Context: an optimization exercise on an open-source flow, tuned for a short achievable clock period and few clock cycles. The choices shown serve that exercise and are no tape-out recipe. Function was checked by simulation only, so behaviour that the tests miss may differ from the original. Power figures rest on the tool's default switching activity, not on a simulated workload.

==> flow/design.v <==
package cache_pkg;
  typedef enum logic [1:0] {
    StIdle,
    StWriteback,
    StRefill
  } state_e;
  localparam int unsigned AddrBits    = 32;
  localparam int unsigned ByteOffBits = 2;
  function automatic integer tag_bits(input integer setnum, input integer words);
    tag_bits = AddrBits - ByteOffBits - $clog2(setnum) - $clog2(words);
  endfunction
endpackage
module cache_lru #(
  parameter  int unsigned DEGREE = 2,
  localparam int unsigned AW     = $clog2(DEGREE)
) (
  input  logic [DEGREE-1:0][AW-1:0] age_i,
  input  logic [DEGREE-1:0]         valid_i,
  input  logic [AW-1:0]             way_i,
  output logic [DEGREE-1:0][AW-1:0] age_o,
  output logic [AW-1:0]             victim_o
);
  always_comb begin
    age_o = age_i;
    for (int w = 0; w < DEGREE; w++) begin
      if (AW'(w) == way_i) begin
        age_o[w] = '0;
      end else if (age_i[w] < age_i[way_i]) begin
        age_o[w] = age_i[w] + AW'(1);
      end
    end
  end
  always_comb begin
    logic found;
    found    = 1'b0;
    victim_o = '0;
    for (int w = 0; w < DEGREE; w++) begin
      if (!valid_i[w] && !found) begin
        victim_o = AW'(w);
        found    = 1'b1;
      end
    end
    if (!found) begin
      for (int w = 0; w < DEGREE; w++) begin
        if (age_i[w] == AW'(DEGREE - 1)) victim_o = AW'(w);
      end
    end
  end
endmodule
module data_cache_wb #(
  parameter int unsigned SETNUM = 8,
  parameter int unsigned DEGREE = 2,
  parameter int unsigned WORDS  = 4
) (
  input  logic                   clk,
  input  logic                   rst,
  input  logic [31:0]            addressIn,
  input  logic [31:0]            dataIn,
  input  logic [3:0]             byteEn,
  input  logic                   loadMemory,
  input  logic                   storeMemory,
  output logic [31:0]            dataOut,
  output logic                   hit,
  output logic                   stall,
  output logic                   mem_req,
  output logic                   mem_we,
  output logic [31:0]            mem_addr,
  output logic [31:0]            mem_wdata,
  input  logic                   mem_ack,
  input  logic [31:0]            mem_rdata
);
  localparam int unsigned WBits = $clog2(WORDS);
  localparam int unsigned IBits = $clog2(SETNUM);
  localparam int unsigned TBits = cache_pkg::tag_bits(SETNUM, WORDS);
  localparam int unsigned AW    = $clog2(DEGREE);
  logic [WBits-1:0] word;
  logic [IBits-1:0] idx;
  logic [TBits-1:0] tag;
  logic [1:0]       unused_byte_off;
  assign word            = addressIn[cache_pkg::ByteOffBits +: WBits];
  assign idx             = addressIn[cache_pkg::ByteOffBits + WBits +: IBits];
  assign tag             = addressIn[cache_pkg::AddrBits-1 -: TBits];
  assign unused_byte_off = addressIn[1:0];
  logic [SETNUM-1:0][DEGREE-1:0]         valid_q, dirty_q;
  logic [SETNUM-1:0][DEGREE-1:0][AW-1:0] age_q;
  logic [TBits-1:0]                      tag_q  [SETNUM][DEGREE];
  logic [31:0]                           data_q [SETNUM][DEGREE][WORDS];
  cache_pkg::state_e           state_q, state_d;
  logic [WBits-1:0] beat_q, beat_d;
  logic [AW-1:0]    victim_q;
  logic [TBits-1:0] victim_tag_q, req_tag_q;
  logic [IBits-1:0] req_idx_q;
  logic                         req, is_store, is_load, match, idle, hit_acc, store_hit;
  logic [AW-1:0]                hit_way, victim;
  logic [DEGREE-1:0][AW-1:0]    age_upd;
  logic                         last_beat, miss_start, wb_done, refill_we, refill_done;
  logic                         bus_req, bus_we;
  logic [31:0]                  bus_addr, bus_wdata;
  assign req      = loadMemory | storeMemory;
  assign is_store = storeMemory;
  assign is_load  = loadMemory & ~storeMemory;
  always_comb begin
    match   = 1'b0;
    hit_way = '0;
    for (int w = 0; w < DEGREE; w++) begin
      if (valid_q[idx][w] && tag_q[idx][w] == tag) begin
        match   = 1'b1;
        hit_way = AW'(w);
      end
    end
  end
  cache_lru #(
    .DEGREE (DEGREE)
  ) u_lru (
    .age_i    (age_q[idx]),
    .valid_i  (valid_q[idx]),
    .way_i    (hit_way),
    .age_o    (age_upd),
    .victim_o (victim)
  );
  assign idle      = (state_q == cache_pkg::StIdle);
  assign hit_acc   = idle & req & match;
  assign store_hit = hit_acc & is_store;
  assign hit       = hit_acc;
  assign dataOut   = (hit_acc && is_load) ? data_q[idx][hit_way][word] : '0;
  assign stall     = !idle || (req && !match);
  assign last_beat = (beat_q == WBits'(WORDS - 1));
  always_comb begin
    state_d     = state_q;
    beat_d      = beat_q;
    bus_req     = 1'b0;
    bus_we      = 1'b0;
    bus_addr    = '0;
    bus_wdata   = '0;
    miss_start  = 1'b0;
    wb_done     = 1'b0;
    refill_we   = 1'b0;
    refill_done = 1'b0;
    unique case (state_q)
      cache_pkg::StIdle: begin
        if (req && !match) begin
          miss_start = 1'b1;
          beat_d     = '0;
          state_d    = (valid_q[idx][victim] && dirty_q[idx][victim]) ? cache_pkg::StWriteback : cache_pkg::StRefill;
        end
      end
      cache_pkg::StWriteback: begin
        bus_req   = 1'b1;
        bus_we    = 1'b1;
        bus_addr  = {victim_tag_q, req_idx_q, beat_q, 2'b00};
        bus_wdata = data_q[req_idx_q][victim_q][beat_q];
        if (mem_ack) begin
          beat_d = beat_q + WBits'(1);
          if (last_beat) begin
            wb_done = 1'b1;
            state_d = cache_pkg::StRefill;
          end
        end
      end
      cache_pkg::StRefill: begin
        bus_req   = 1'b1;
        bus_addr  = {req_tag_q, req_idx_q, beat_q, 2'b00};
        refill_we = mem_ack;
        if (mem_ack) begin
          beat_d = beat_q + WBits'(1);
          if (last_beat) begin
            refill_done = 1'b1;
            state_d     = cache_pkg::StIdle;
          end
        end
      end
      default: state_d = cache_pkg::StIdle;
    endcase
  end
  assign mem_req   = bus_req;
  assign mem_we    = bus_we;
  assign mem_addr  = bus_addr;
  assign mem_wdata = bus_wdata;
  always_ff @(posedge clk) begin
    if (rst) begin
      state_q <= cache_pkg::StIdle;
      beat_q  <= '0;
      valid_q <= '0;
      dirty_q <= '0;
      for (int s = 0; s < SETNUM; s++) begin
        for (int w = 0; w < DEGREE; w++) age_q[s][w] <= AW'(w);
      end
    end else begin
      state_q <= state_d;
      beat_q  <= beat_d;
      if (hit_acc) age_q[idx] <= age_upd;
      if (store_hit) dirty_q[idx][hit_way] <= 1'b1;
      if (wb_done) dirty_q[req_idx_q][victim_q] <= 1'b0;
      if (refill_done) begin
        valid_q[req_idx_q][victim_q] <= 1'b1;
        dirty_q[req_idx_q][victim_q] <= 1'b0;
      end
    end
  end
  always_ff @(posedge clk) begin
    if (miss_start) begin
      victim_q     <= victim;
      victim_tag_q <= tag_q[idx][victim];
      req_tag_q    <= tag;
      req_idx_q    <= idx;
    end
    if (store_hit) begin
      for (int b = 0; b < 4; b++) begin
        if (byteEn[b]) data_q[idx][hit_way][word][b*8 +: 8] <= dataIn[b*8 +: 8];
      end
    end
    if (refill_we) data_q[req_idx_q][victim_q][beat_q] <= mem_rdata;
    if (refill_done) tag_q[req_idx_q][victim_q] <= req_tag_q;
  end
endmodule
==> flow/run.sh <==
#!/bin/bash
# synth_recipe.tcl (not shown) runs the flow's synth.tcl, then flattens the netlist and writes it again
# the make line also repeats each setting of config.mk as NAME=value (left out here)
make -C /OpenROAD-flow-scripts/flow DESIGN_CONFIG=/design/flow/config.mk WORK_HOME=/design/flow/orfs CLKGATE_MAP_FILE= SYNTH_SCRIPT=/design/flow/synth_recipe.tcl finish
==> flow/config.mk <==
export PLATFORM = sky130hd
export DESIGN_NAME = data_cache_wb
export DESIGN_NICKNAME = data_cache_wb
export VERILOG_FILES = /design/flow/design.v
export SDC_FILE = /design/flow/constraint.sdc
export NUM_CORES = 4
export LEC_CHECK = 0
export CAP_MARGIN = 20
export CORE_MARGIN = 2
export CORE_UTILIZATION = 40
export SLEW_MARGIN = 20
==> flow/constraint.sdc <==
create_clock -name core_clock -period 6.8 [get_ports {clk}]
set_input_delay 1.3600 -clock core_clock [delete_from_list [all_inputs] [get_ports {clk}]]
set_output_delay 1.3600 -clock core_clock [all_outputs]
set_load 0.01 [all_outputs]
==> summary.txt <==
Worst setup path
  • Critical Path Start Type: input pin
  • R2r worst-path depth: 21
  • Critical Path End Type: output pin
  • Max FO, Critical Path: 12
  • Worst Path Class, Setup: in2out
  • Data arrival time of the critical path: 5.38 ns
  • Critical path data required time: 5.44 ns
  • Slack of the worst reg-to-reg path: 1.90 ns
  • CP startpoint: addressIn[4]
  • R2R Path Start: tag_q[7][13]
  • RR Endpoint: dirty_q[6]
  • Critical path capture point: dataOut[26]

STA
  • Hold Slack: 0.475 ns
  • Setup Skew: 0.0563 ns
  • Setup violation total in the final timing report: 0
  • Relative slew margins: 17.4%
  • Final WS setup: 0.0600 ns
  • Fmax: 0.148 GHz
  • TNS Setup: 0 ns
  • Min Tclk post-route: 6.74 ns
  • Final hold vios: 0
  • Final Cycle Share: 99.1%
  • Slew Limit Fails: 0
  • Least-Margin Pin Slew: 1.24 ns

Clocking
  • CTS Root Cell: clkbuf_16
  • H-tree depth: 5
  • Clock latency (worst-skew pair): 0.90 ns
  • Clk slew on worst S/H paths: 0.05 ns
  • CTS Sinks: 2554
  • Number of hold buffers added after cts: 0
  • CTS Buffer Depth: 4
  • Number of CTS-inserted buffers: 288
  • CTS tree: yes

GRT
  • GRT Util Overall: 23.0%
  • Vias in the first global route: 69606
  • First-pass GRT wire length: 510000 µm
  • Largest net degree at the start of global routing: 110
  • GR Overflow Total: 0
  • Initial antenna violation count: 16

Die
  • Die Y: 554 µm
  • Starting Density: 40.1%
  • Rows: 202
  • Die area: 307000 µm²
  • Die X-Extent: 554 µm
  • Top Ports: 205
  • Core region area: 302000 µm²

Synthesis
  • Post-synthesis sequential area ratio: 62.9%
  • Yosys warns: 2
  • Ys flop type: edfxtp_1
  • Post-synth EDFFs: 2502
  • Asr flop ratio synth: 0%
  • Synth unique cells: 76
  • Syn_area_per_cell: 19.8 µm²
  • Mapped cell area: 121000 µm²
  • FF+latch count, synth: 2554
  • Cells after Synth: 6125

Drt
  • Final wirelength: 358000 µm
  • ANT nets after route: 0
  • WL met1: 146000 µm
  • Drt wl/cell: 32.6 µm
  • Drt pass-1 iters: 6
  • Routed wl met2: 175000 µm
  • Via count: 67768
  • Met3 WL post-DR: 27100 µm
  • Initial drt markers: 7978
  • Drt via density: 6.17
  • DRC violation count after routing: 0
  • Highest metal used: met5

Placed design
  • Post-placement cell area: 132000 µm²
  • Pre-CTS setup slack: -0.348 ns
  • Global placement routability congestion: 0.856
  • Port bufs: 200
  • HPWL Detailed: 234000 µm

Power and ir drop
  • Maximum VDD drop: 0.207 mV
  • Cell Pwr Density: 281 nW/µm²
  • Leak pwr: 44.8 nW

Final layout
  • Layout Area Growth over Synthesis: 17.4%
  • Commonest non-fill, non-tap cell in the layout: edfxtp_1
  • Layout cell share with drive strength beyond 1: 40.0%
  • Most frequent cells in the layout: 2502 x edfxtp_1, 1357 x mux4_2, 592 x buf_4, 297 x clkbuf_16, 258 x mux2i_1
  • Final non-filler cell area: 142000 µm²
  • Util after Layout: 47.1%
  • Final net count: 6905

Min path
  • Class of the worst hold path: reg2reg

Run
  • Max cap viols: 0

Outcome
  • Status: finished clean
## worst max-delay path, stage by stage
cell and delay [ns]:
buf_16 0.13, buf_16 0.15, buf_4 0.16, and2_1 0.17
buf_12 0.17, buf_4 0.14, a22oi_1 0.19, a21boi_0 0.17
nor4_2 0.39, buf_4 0.17, and3_1 0.14, nand4_1 0.11
buf_4 0.19, and2_4 0.16, or3_4 0.33, buf_12 0.17
buf_12 0.17, a41oi_2 0.15, buf_4 0.17, clkdlybuf4s50_1 0.54
## worst min-delay path by stage
stage | startpoint | end | slack (ns) | depth (start not counted)
after global placement | age_q[9] | age_q[9] | 0.46 | 1
final | age_q[9] | age_q[9] | 0.47 | 1
after CTS | age_q[9] | age_q[9] | 0.48 | 1
after detailed placement | age_q[9] | age_q[9] | 0.46 | 1
after floorplan | age_q[9] | age_q[9] | 0.43 | 1
after global routing | age_q[1] | age_q[1] | 0.50 | 2
## layout make-up
class | instances | area [µm²]
antenna | 6 | 15.0
clock buffer | 348 | 7580
clock inverter | 165 | 1550
fill | 24888 | 160000
inverter | 24 | 109
multi-input combinational | 3026 | 43500
sequential | 2554 | 76200
tap | 3978 | 4980
timing repair buffer | 882 | 8340
## cell families after synthesis
logic type | count (synthesis) | share of synthesized area (%)
flip-flops | 2554 | 62.9
multiplexers | 1755 | 28.7
AND/OR/NAND/NOR | 804 | 3.46
buffers and inverters | 546 | 1.85
AO/OA/AOI/OAI | 414 | 2.73
XOR/XNOR | 27 | 0.195
adder cells (fa/ha/maj) | 24 | 0.248
other | 1 | 0.00309
## synth_stat cells (all sizes together) (9+ instances only)
cell type / instances / area, µm²
a22oi: 67 / 503
o21ai: 18 / 90.1
o211ai: 134 / 1010
a22o: 10 / 87.6
o21a: 12 / 90.1
nor2b: 36 / 225
nor3: 281 / 1710
nor2: 62 / 235
mux2i: 260 / 2600
nand2: 280 / 1060
a31oi: 16 / 134
a21oi: 47 / 235
and3: 22 / 138
dfxtp: 52 / 1040
mux2: 138 / 1550
inv: 24 / 90.1
mux4: 1357 / 30600
a21boi: 9 / 71.3
nand3b: 13 / 97.6
a41oi: 33 / 514
nand4: 12 / 81.3
clkbuf: 347 / 1300
nand3: 13 / 65.1
and2: 47 / 297
nor4: 11 / 75.1
ha: 24 / 300
xor2: 20 / 175
buf: 175 / 843
a211oi: 14 / 105
edfxtp: 2502 / 75100
## layer usage
metal,track usage [%],vias up
met1,32.0,36513
met2,37.7,2945
met3,3.43,526
li1,-,27772
met5,0,-
met4,6.52,12
## repair_timing
action,4_1_cts,5_1_grt
resized for setup,33,37
endpoints found under the setup margin,32,25
pin swaps,7,5
gates cloned,1,3
buffers inserted,5,13
## report_power, final
group          switching, mW  total [mW]  internal, mW
clock                   6.43        15.3          8.88
sequential             0.206        18.3          18.1
combinational           3.81        6.42          2.60
## through the flow
step           power [mW]  cells
6_report             40.0  10983
3_5_place_dp         25.1  10441
3_3_place_gp         24.9  10438
5_1_grt              41.2  10978
2_1_floorplan        22.4   6126
4_1_cts              40.3  10960
## flip-flops by register name, summed over array words and instances (netlist names)
| register | count |
|---|---|
| beat_q | 2 |
| state_q | 2 |
| req_tag_q | 25 |
| victim_q | 1 |
| data_q | 2048 |
| dirty_q | 16 |
| req_idx_q | 3 |
| victim_tag_q | 25 |
| age_q | 16 |
| valid_q | 16 |
| tag_q | 400 |
Testbench counts, summed over its fixed seeds: cycles 190,819.

[static timing again, ports no longer ideal]
The results above use ideal ports. As a check the final layout listed here was re-extracted and re-timed, cells and wires unchanged. Step 1 sets driving cells, clkbuf_16 on the clock port and buf_2 on the other inputs (assumed; they add their load-dependent delay and slew). Step 2 also shifts input and output timing later by t, the mid clock arrival at the registers, as if the neighbouring blocks saw the same clock. Three values: ideal ports, drivers, drivers and shift; two values: the first two.
t, ns: 0.976
slack for setup (ns): 0.060 / -0.004 / -0.004
worst setup path at the end: input to output
latest minus earliest clock arrival (ns): 0.061 / 0.061
pins driven straight from the clock port: 1
Met with ideal ports but missed after step 2: setup timing in this run. The setup slack of this run moves by -0.064 ns with the drivers and by -0.064 ns with both steps.
